From an optimization exercise on the open Yosys and OpenROAD flow, aimed at small area; shortcuts taken in it are not production practice.
Only simulation tests tie the RTL to the original design; equivalence was not proved.

==> design/flow/design.v <==
package prbs_link_pkg;
   localparam int PRBS_ORDER = 7;
   localparam int PRBS_TAP = 6;
   localparam logic [PRBS_ORDER-1:0] PRBS_SEED = '1;
   localparam int DEF_WORD_W = 64;
   localparam int DEF_NUM_LANES = 8;
   localparam int DEF_LOCK_WORDS = 4;
   localparam int WERR_W = 7;
   localparam int TOT_W = 24;
   localparam int INIT_W = 8;
   typedef struct packed {
      logic              aligned;
      logic [WERR_W-1:0] word_errors;
      logic [TOT_W-1:0]  total_errors;
   } lane_status_t;
   function automatic int sel_w(input int lanes);
      sel_w = (lanes > 1) ? $clog2(lanes) : 1;
   endfunction
endpackage
`timescale 1ns/1ps
import prbs_link_pkg::*;
module prbs7_gen #(
   parameter int WORD_W = prbs_link_pkg::DEF_WORD_W
) (
   input  logic              clk_i,
   input  logic              rst_i,
   output logic [WORD_W-1:0] word_o
);
   logic [PRBS_ORDER-1:0] state_q;
   logic [PRBS_ORDER-1:0] state_d;
   logic [WORD_W-1:0]     word_d;
   always_comb
   begin
      state_d = state_q;
      word_d  = '0;
      for (int i = 0; i < WORD_W; i++)
      begin
         word_d[i] = state_d[0];
         state_d = {state_d[0] ^ state_d[PRBS_ORDER-PRBS_TAP],
                    state_d[PRBS_ORDER-1:1]};
      end
   end
   always_ff @(posedge clk_i)
   begin
      if (rst_i)
      begin
         state_q <= PRBS_SEED;
         word_o  <= '0;
      end
      else
      begin
         state_q <= state_d;
         word_o  <= word_d;
      end
   end
endmodule
`timescale 1ns/1ps
import prbs_link_pkg::*;
module lane_checker #(
   parameter int WORD_W     = prbs_link_pkg::DEF_WORD_W,
   parameter int LOCK_WORDS = prbs_link_pkg::DEF_LOCK_WORDS
) (
   input  logic                        clk_i,
   input  logic                        rst_i,
   input  logic [WORD_W-1:0]           rx_word_i,
   output logic                        aligned_o,
   output logic [prbs_link_pkg::WERR_W-1:0] word_errors_o,
   output logic [prbs_link_pkg::TOT_W-1:0]  total_errors_o
);
   localparam int RUN_W = $clog2(LOCK_WORDS + 1);
   logic [WORD_W-1:0]   prev_q;
   logic                prev_vld_q;
   logic [2*WORD_W-1:0] hist;
   logic [WORD_W-1:0]   exp_bits;
   logic [WORD_W-1:0]   err_bits;
   logic [WERR_W-1:0]   werr_d;
   logic [RUN_W-1:0]    run_q;
   logic [RUN_W-1:0]    run_d;
   logic                aligned_d;
   logic [WERR_W-1:0]   werr_add;
   logic [TOT_W:0]      tot_sum;
   logic [TOT_W-1:0]    tot_d;
   logic                aligned_q;
   logic [WERR_W-1:0]   word_errors_q;
   logic [TOT_W-1:0]    total_errors_q;
   assign hist = {rx_word_i, prev_q};
   always_comb
   begin
      for (int n = 0; n < WORD_W; n++)
      begin
         exp_bits[n] = hist[WORD_W+n-PRBS_ORDER] ^ hist[WORD_W+n-PRBS_TAP];
      end
   end
   assign err_bits = rx_word_i ^ exp_bits;
   always_comb
   begin
      werr_d = '0;
      for (int n = 0; n < WORD_W; n++)
      begin
         werr_d = werr_d + WERR_W'(err_bits[n]);
      end
      if (!prev_vld_q)
      begin
         werr_d = '0;
      end
   end
   always_comb
   begin
      run_d     = run_q;
      aligned_d = aligned_q;
      if (werr_d != '0)
      begin
         run_d     = '0;
         aligned_d = 1'b0;
      end
      else if (prev_vld_q)
      begin
         if (run_q < RUN_W'(LOCK_WORDS))
         begin
            run_d = run_q + 1'b1;
         end
         if (run_d == RUN_W'(LOCK_WORDS))
         begin
            aligned_d = 1'b1;
         end
      end
   end
   assign werr_add = aligned_q ? werr_d : '0;
   assign tot_sum  = {1'b0, total_errors_q} + (TOT_W+1)'(werr_add);
   assign tot_d    = tot_sum[TOT_W] ? '1 : tot_sum[TOT_W-1:0];
   always_ff @(posedge clk_i)
   begin
      prev_q <= rx_word_i;
   end
   always_ff @(posedge clk_i)
   begin
      if (rst_i)
      begin
         prev_vld_q <= 1'b0;
         run_q      <= '0;
         aligned_q      <= 1'b0;
         word_errors_q  <= '0;
         total_errors_q <= '0;
      end
      else
      begin
         prev_vld_q            <= 1'b1;
         run_q                 <= run_d;
         aligned_q      <= aligned_d;
         word_errors_q  <= werr_d;
         total_errors_q <= tot_d;
      end
   end
   assign aligned_o      = aligned_q;
   assign word_errors_o  = word_errors_q;
   assign total_errors_o = total_errors_q;
endmodule
`timescale 1ns/1ps
import prbs_link_pkg::*;
module error_readout #(
   parameter int NUM_LANES = prbs_link_pkg::DEF_NUM_LANES
) (
   input  logic                                       clk_i,
   input  logic                                       rst_i,
   input  logic [NUM_LANES-1:0]                       lane_aligned_i,
   input  logic [NUM_LANES-1:0][prbs_link_pkg::WERR_W-1:0] lane_werr_i,
   input  logic [NUM_LANES-1:0][prbs_link_pkg::TOT_W-1:0]  lane_total_i,
   input  logic [prbs_link_pkg::sel_w(NUM_LANES)-1:0] chan_sel_i,
   input  logic [prbs_link_pkg::INIT_W-1:0]           err_init_i,
   output logic [prbs_link_pkg::TOT_W-1:0]            status_o,
   output logic                                       err_flag_o,
   output logic [NUM_LANES-1:0]                       aligned_o
);
   logic [TOT_W-1:0]     sel_total;
   logic [TOT_W:0]       sum;
   logic [TOT_W-1:0]     status_d;
   logic                 err_any;
   logic [NUM_LANES-1:0] aligned_d;
   always_comb
   begin
      sel_total = '0;
      err_any   = 1'b0;
      for (int k = 0; k < NUM_LANES; k++)
      begin
         if (int'(chan_sel_i) == k)
         begin
            sel_total = lane_total_i[k];
         end
         err_any      = err_any | (lane_werr_i[k] != '0);
         aligned_d[k] = lane_aligned_i[k];
      end
   end
   assign sum      = {1'b0, sel_total} + (TOT_W+1)'(err_init_i);
   assign status_d = sum[TOT_W] ? '1 : sum[TOT_W-1:0];
   always_ff @(posedge clk_i)
   begin
      if (rst_i)
      begin
         status_o   <= '0;
         err_flag_o <= 1'b0;
         aligned_o  <= '0;
      end
      else
      begin
         status_o   <= status_d;
         err_flag_o <= err_any;
         aligned_o  <= aligned_d;
      end
   end
endmodule
`timescale 1ns/1ps
import prbs_link_pkg::*;
module prbs_link_top #(
   parameter int WORD_W     = prbs_link_pkg::DEF_WORD_W,
   parameter int NUM_LANES  = prbs_link_pkg::DEF_NUM_LANES,
   parameter int LOCK_WORDS = prbs_link_pkg::DEF_LOCK_WORDS
) (
   input  logic                                       clk_i,
   input  logic                                       rst_i,
   input  logic [NUM_LANES-1:0][WORD_W-1:0]           rx_words_i,
   input  logic [prbs_link_pkg::sel_w(NUM_LANES)-1:0] chan_sel_i,
   input  logic [prbs_link_pkg::INIT_W-1:0]           err_init_i,
   output logic [WORD_W-1:0]                          tx_word_o,
   output logic [prbs_link_pkg::TOT_W-1:0]            status_o,
   output logic                                       err_flag_o,
   output logic [NUM_LANES-1:0]                       aligned_o
);
   logic [NUM_LANES-1:0]              lane_aligned;
   logic [NUM_LANES-1:0][WERR_W-1:0]  lane_werr;
   logic [NUM_LANES-1:0][TOT_W-1:0]   lane_total;
   prbs7_gen #(
      .WORD_W (WORD_W)
   ) u_gen (
      .clk_i  (clk_i),
      .rst_i  (rst_i),
      .word_o (tx_word_o)
   );
   for (genvar k = 0; k < NUM_LANES; k++)
   begin : g_lane
      lane_checker #(
         .WORD_W     (WORD_W),
         .LOCK_WORDS (LOCK_WORDS)
      ) u_chk (
         .clk_i     (clk_i),
         .rst_i     (rst_i),
         .rx_word_i (rx_words_i[k]),
         .aligned_o      (lane_aligned[k]),
         .word_errors_o  (lane_werr[k]),
         .total_errors_o (lane_total[k])
      );
   end
   error_readout #(
      .NUM_LANES (NUM_LANES)
   ) u_readout (
      .clk_i      (clk_i),
      .rst_i      (rst_i),
      .lane_aligned_i (lane_aligned),
      .lane_werr_i    (lane_werr),
      .lane_total_i   (lane_total),
      .chan_sel_i (chan_sel_i),
      .err_init_i (err_init_i),
      .status_o   (status_o),
      .err_flag_o (err_flag_o),
      .aligned_o  (aligned_o)
   );
endmodule
==> design/flow/run.sh <==
#!/bin/bash
# synth_recipe.tcl (not shown) runs the flow's synth.tcl, then flattens the netlist and writes it again
# the make line also repeats each setting of config.mk as NAME=value (left out here)
make -C /OpenROAD-flow-scripts/flow DESIGN_CONFIG=/design/flow/config.mk WORK_HOME=/design/flow/orfs CLKGATE_MAP_FILE= SYNTH_SCRIPT=/design/flow/synth_recipe.tcl finish
==> design/flow/config.mk <==
export PLATFORM = sky130hd
export DESIGN_NAME = prbs_link_top
export DESIGN_NICKNAME = prbs_link_top
export VERILOG_FILES = /design/flow/design.v
export SDC_FILE = /design/flow/constraint.sdc
export NUM_CORES = 4
export LEC_CHECK = 0
export CAP_MARGIN = 20
export CORE_MARGIN = 2
export CORE_UTILIZATION = 40
export SLEW_MARGIN = 20
==> design/flow/constraint.sdc <==
create_clock -name core_clock -period 12.0 [get_ports {clk_i}]
set_input_delay 2.4000 -clock core_clock [delete_from_list [all_inputs] [get_ports {clk_i}]]
set_output_delay 2.4000 -clock core_clock [all_outputs]
set_load 0.01 [all_outputs]
==> results.ini <==
[route]
drtAntennaViolNets = 0
wirelength_um = 111400
drt-initial-drc-count = 1636
drcViolationCount = 0
wl_per_cell_um = 17.98
first_pass_iters = 5
via_per_inst = 4.827
vias = 29890

[worst_hold_path]
hold_start = g_lane[5].u_chk.total_errors_q[13]
whs_path_depth = 2
hold_end = g_lane[5].u_chk.total_errors_q[13]
hp-class = flip-flop to flip-flop

[die]
die_h_um = 325.2
dieArea_mm2 = 0.1057
start_util_pct = 40.43
rows = 117
die_w_um = 325.2
core_mm2 = 0.1020
boundaryPins = 622

[global_routing]
antenna_found_initial = 2
grt_pass1_wl_um = 175600
grt_use_total_pct = 20.95
grt_max_degree = 78
overflow = 0
first_global_vias = 31720

[cells_and_area]
utilization_pct = 49.62
area_growth_pct = 22.73
drive_above_1_share_pct = 3.462
fin_nets = 5952

[synthesis]
postSynthNetCount = 5343
ys_seq_area_share_pct = 21.40
synth_top_flop_cell = dfxtp_1
ys_ff_latch = 441
synth_edf_count = 0
syn_inst = 4177
synth_area_mm2 = 0.04126
yosysWarnings = 3
ys_types = 78
syn-mean-instance-area_um2 = 9.877
async_flop_share_pct = 0

[critical_path]
rrSetupSlack_ns = 3.00
crit_path_start = rx_words_i[192]
endpoint_kind = flip-flop
arrival_ns = 11.57
rr_worst_depth = 28
r2r_end = g_lane[3].u_chk.total_errors_q[9]
slowest_delay_ns = 0.59
required_ns = 12.51
crit_fanout = 13
cp_slowest_cell = clkdlybuf4s50_1
cp-start-kind = input pin
crit_top_cell = fa_1
critPathKind = input pin to flip-flop
r2r_start = g_lane[3].u_chk.prev_q[59]

[cts]
cts_setup_buffers = 0
clock_latency_ns = 0.62
clock_path_buffers = 3
root_buffer = clkbuf_16
cts.sinks = 441
tritoncts = done
numCtsBuffers = 52
cts_resized = 0
hold_buffers = 0
ctsHtreeMaxLevel = 2
clk_pin_slew_ns = 0.06

[timing]
hold_violations = 0
skew_ns = 0.04492
holdWs_ns = 0.5190
slew_violations = 0
setup_tns_ns = 0
period_needed_ns = 11.06
finalCritPeriodShare_pct = 92.20
rsz0062_at_grt = no
setup_viol = 0
tightest_slew_ns = 0.9833
max_freq_mhz = 90.38
maxSlewHeadroom_pct = 33.75

[outcome]
outcome = complete, no violations

[run]
maxCapViolations = 0

[placed_design]
io_buffers = 621
gp_congestion = 0.8701
place.detailed.hpwl_um = 94480

-- routing by layer --
metal  up-vias  routed length, um  global-route usage (%)
met5         -                  0                       0
met4         0               2100                   4.287
met1     14500              48220                   26.95
met3       123               4811                   2.897
li1      14680                  -                       -
met2       584              56240                   37.31
-- layout by cell type, fill, tap and decap left out, types with 9 or more instances in the layout --
| cell | count |
|---|---|
| and2_1 | 26 |
| mux2i_1 | 43 |
| fa_1 | 441 |
| xor2_1 | 356 |
| nand2_1 | 127 |
| buf_4 | 29 |
| nor3b_1 | 12 |
| nor4_1 | 19 |
| a21oi_1 | 223 |
| a21oi_2 | 15 |
| ha_1 | 200 |
| inv_1 | 419 |
| a211oi_1 | 15 |
| o21a_1 | 19 |
| nor2b_1 | 50 |
| nand2b_1 | 29 |
| or3_1 | 9 |
| clkbuf_16 | 52 |
| nand4_1 | 31 |
| o21bai_1 | 15 |
| nor3_1 | 73 |
| mux4_2 | 23 |
| mux4_1 | 11 |
| nor2_1 | 261 |
| nand3b_1 | 19 |
| and4_1 | 14 |
| xnor2_1 | 892 |
| o211a_1 | 10 |
| nand3_1 | 68 |
| dfxtp_1 | 440 |
| o21ai_0 | 57 |
| a21o_1 | 22 |
| a31oi_1 | 12 |
| clkbuf_1 | 15 |
| and3_1 | 42 |
| clkdlybuf4s50_1 | 618 |
-- cell usage after synthesis, types with 14 or more instances --
cell	n	area share, %
a211oi_1	15	0.27
a21o_1	22	0.40
a21oi_1	223	2.7
a21oi_2	15	0.32
and2_1	26	0.39
and3_1	42	0.64
and4_1	14	0.30
clkbuf_1	66	0.60
dfxtp_1	441	21
fa_1	441	21
ha_1	200	6.1
inv_1	419	3.8
mux2i_1	43	1.0
mux4_2	23	1.3
nand2_1	127	1.2
nand2b_1	29	0.44
nand3_1	68	0.82
nand3b_1	19	0.35
nand4_1	31	0.47
nor2_1	261	2.4
nor2b_1	50	0.76
nor3_1	73	0.89
nor4_1	19	0.29
o21a_1	19	0.35
o21ai_0	57	0.69
o21bai_1	15	0.27
xnor2_1	892	19
xor2_1	356	7.6
-- critical path: cells and delay by family --
family / cells / cell delay, ns
simple gates: 4 / 1.03
xor+xnor: 2 / 0.32
compound gates: 7 / 1.02
fa+ha+maj: 12 / 5.53
buf+inv: 4 / 1.25
-- metrics by stage --
stage,cells,worst slack [ns],cell area (um2)
global placement,6099,0.4492,48930
floorplan,4177,1.572,41260
detailed placement,6099,0.3793,48930
finish,6193,0.9356,50630
global route,6193,0.4231,50630
CTS,6191,0.9597,50610
-- worst max path at each step --
stage                                                     to  slack [ns]  depth (start not counted)
after floorplan           g_lane[0].u_chk.total_errors_q[15]        1.57                         27
after global placement     g_lane[3].u_chk.total_errors_q[0]        0.45                         29
after detailed placement   g_lane[3].u_chk.total_errors_q[0]        0.38                         29
after CTS                  g_lane[3].u_chk.total_errors_q[9]        0.96                         29
after global routing       g_lane[3].u_chk.total_errors_q[5]        0.42                         29
final                      g_lane[3].u_chk.total_errors_q[9]        0.94                         29
-- cell families (layout without fill, tap and decap cells) --
kind of cell,Yosys count,count (layout),synth area share [%]
buffers and inverters,514,1161,4.937
AO/OA/AOI/OAI,442,442,6.578
flip-flops,441,441,21.40
XOR/XNOR,1248,1248,26.49
AND/OR/NAND/NOR,805,805,9.875
multiplexers,86,86,3.251
adder cells (fa/ha/maj),641,641,27.46
other,0,1,0
-- area by class of cell --
type                    count  area (um2)
inverters                 419        1573
diodes                      1       2.502
clock buffers              75        1468
fillers                  9645       51400
multi-input cells        3222       30390
flip-flops and latches    441        8830
well taps                1368        1712
repair buffers            650        6439
clock inverters            17       219.0
-- sequential cells by signal, indices dropped and copies added (netlist names) --
signal and flops:
u_readout.status_o 24, u_gen.state_q 7, g_lane.u_chk.run_q 24, g_lane.u_chk.prev_q 56, u_readout.aligned_o 8, g_lane.u_chk.total_errors_q 192, u_readout.err_flag_o 1, u_gen.word_o 64
g_lane.u_chk.aligned_q 8, g_lane.u_chk.prev_vld_q 1, g_lane.u_chk.word_errors_q 56

re-timing with driven ports:
In the flow no input, the clock included, has a driving cell. The finished layout below was timed again as built, in two steps.
Step 1: set_driving_cell puts a clkbuf_16 on clk_i and a buf_2 on each other input, an assumption about the parent block.
Step 2 adds t to the input delays and takes it off the output delays; t is the mean of the earliest and latest rising clock arrival at the registers after step 1. Input paths then give back, and output paths get back, about the clock's delay inside the block.
Slacks: ideal / step 1 / step 2; pairs: ideal / step 1.
t, ns: 0.672
setup slack, ns: 0.936 / 0.984 / 0.311
worst setup path after step 2: input to register
After both steps setup and hold are still met in this run. For this run, drivers alone change the setup slack by +0.048 ns; drivers and shift together by -0.625 ns.
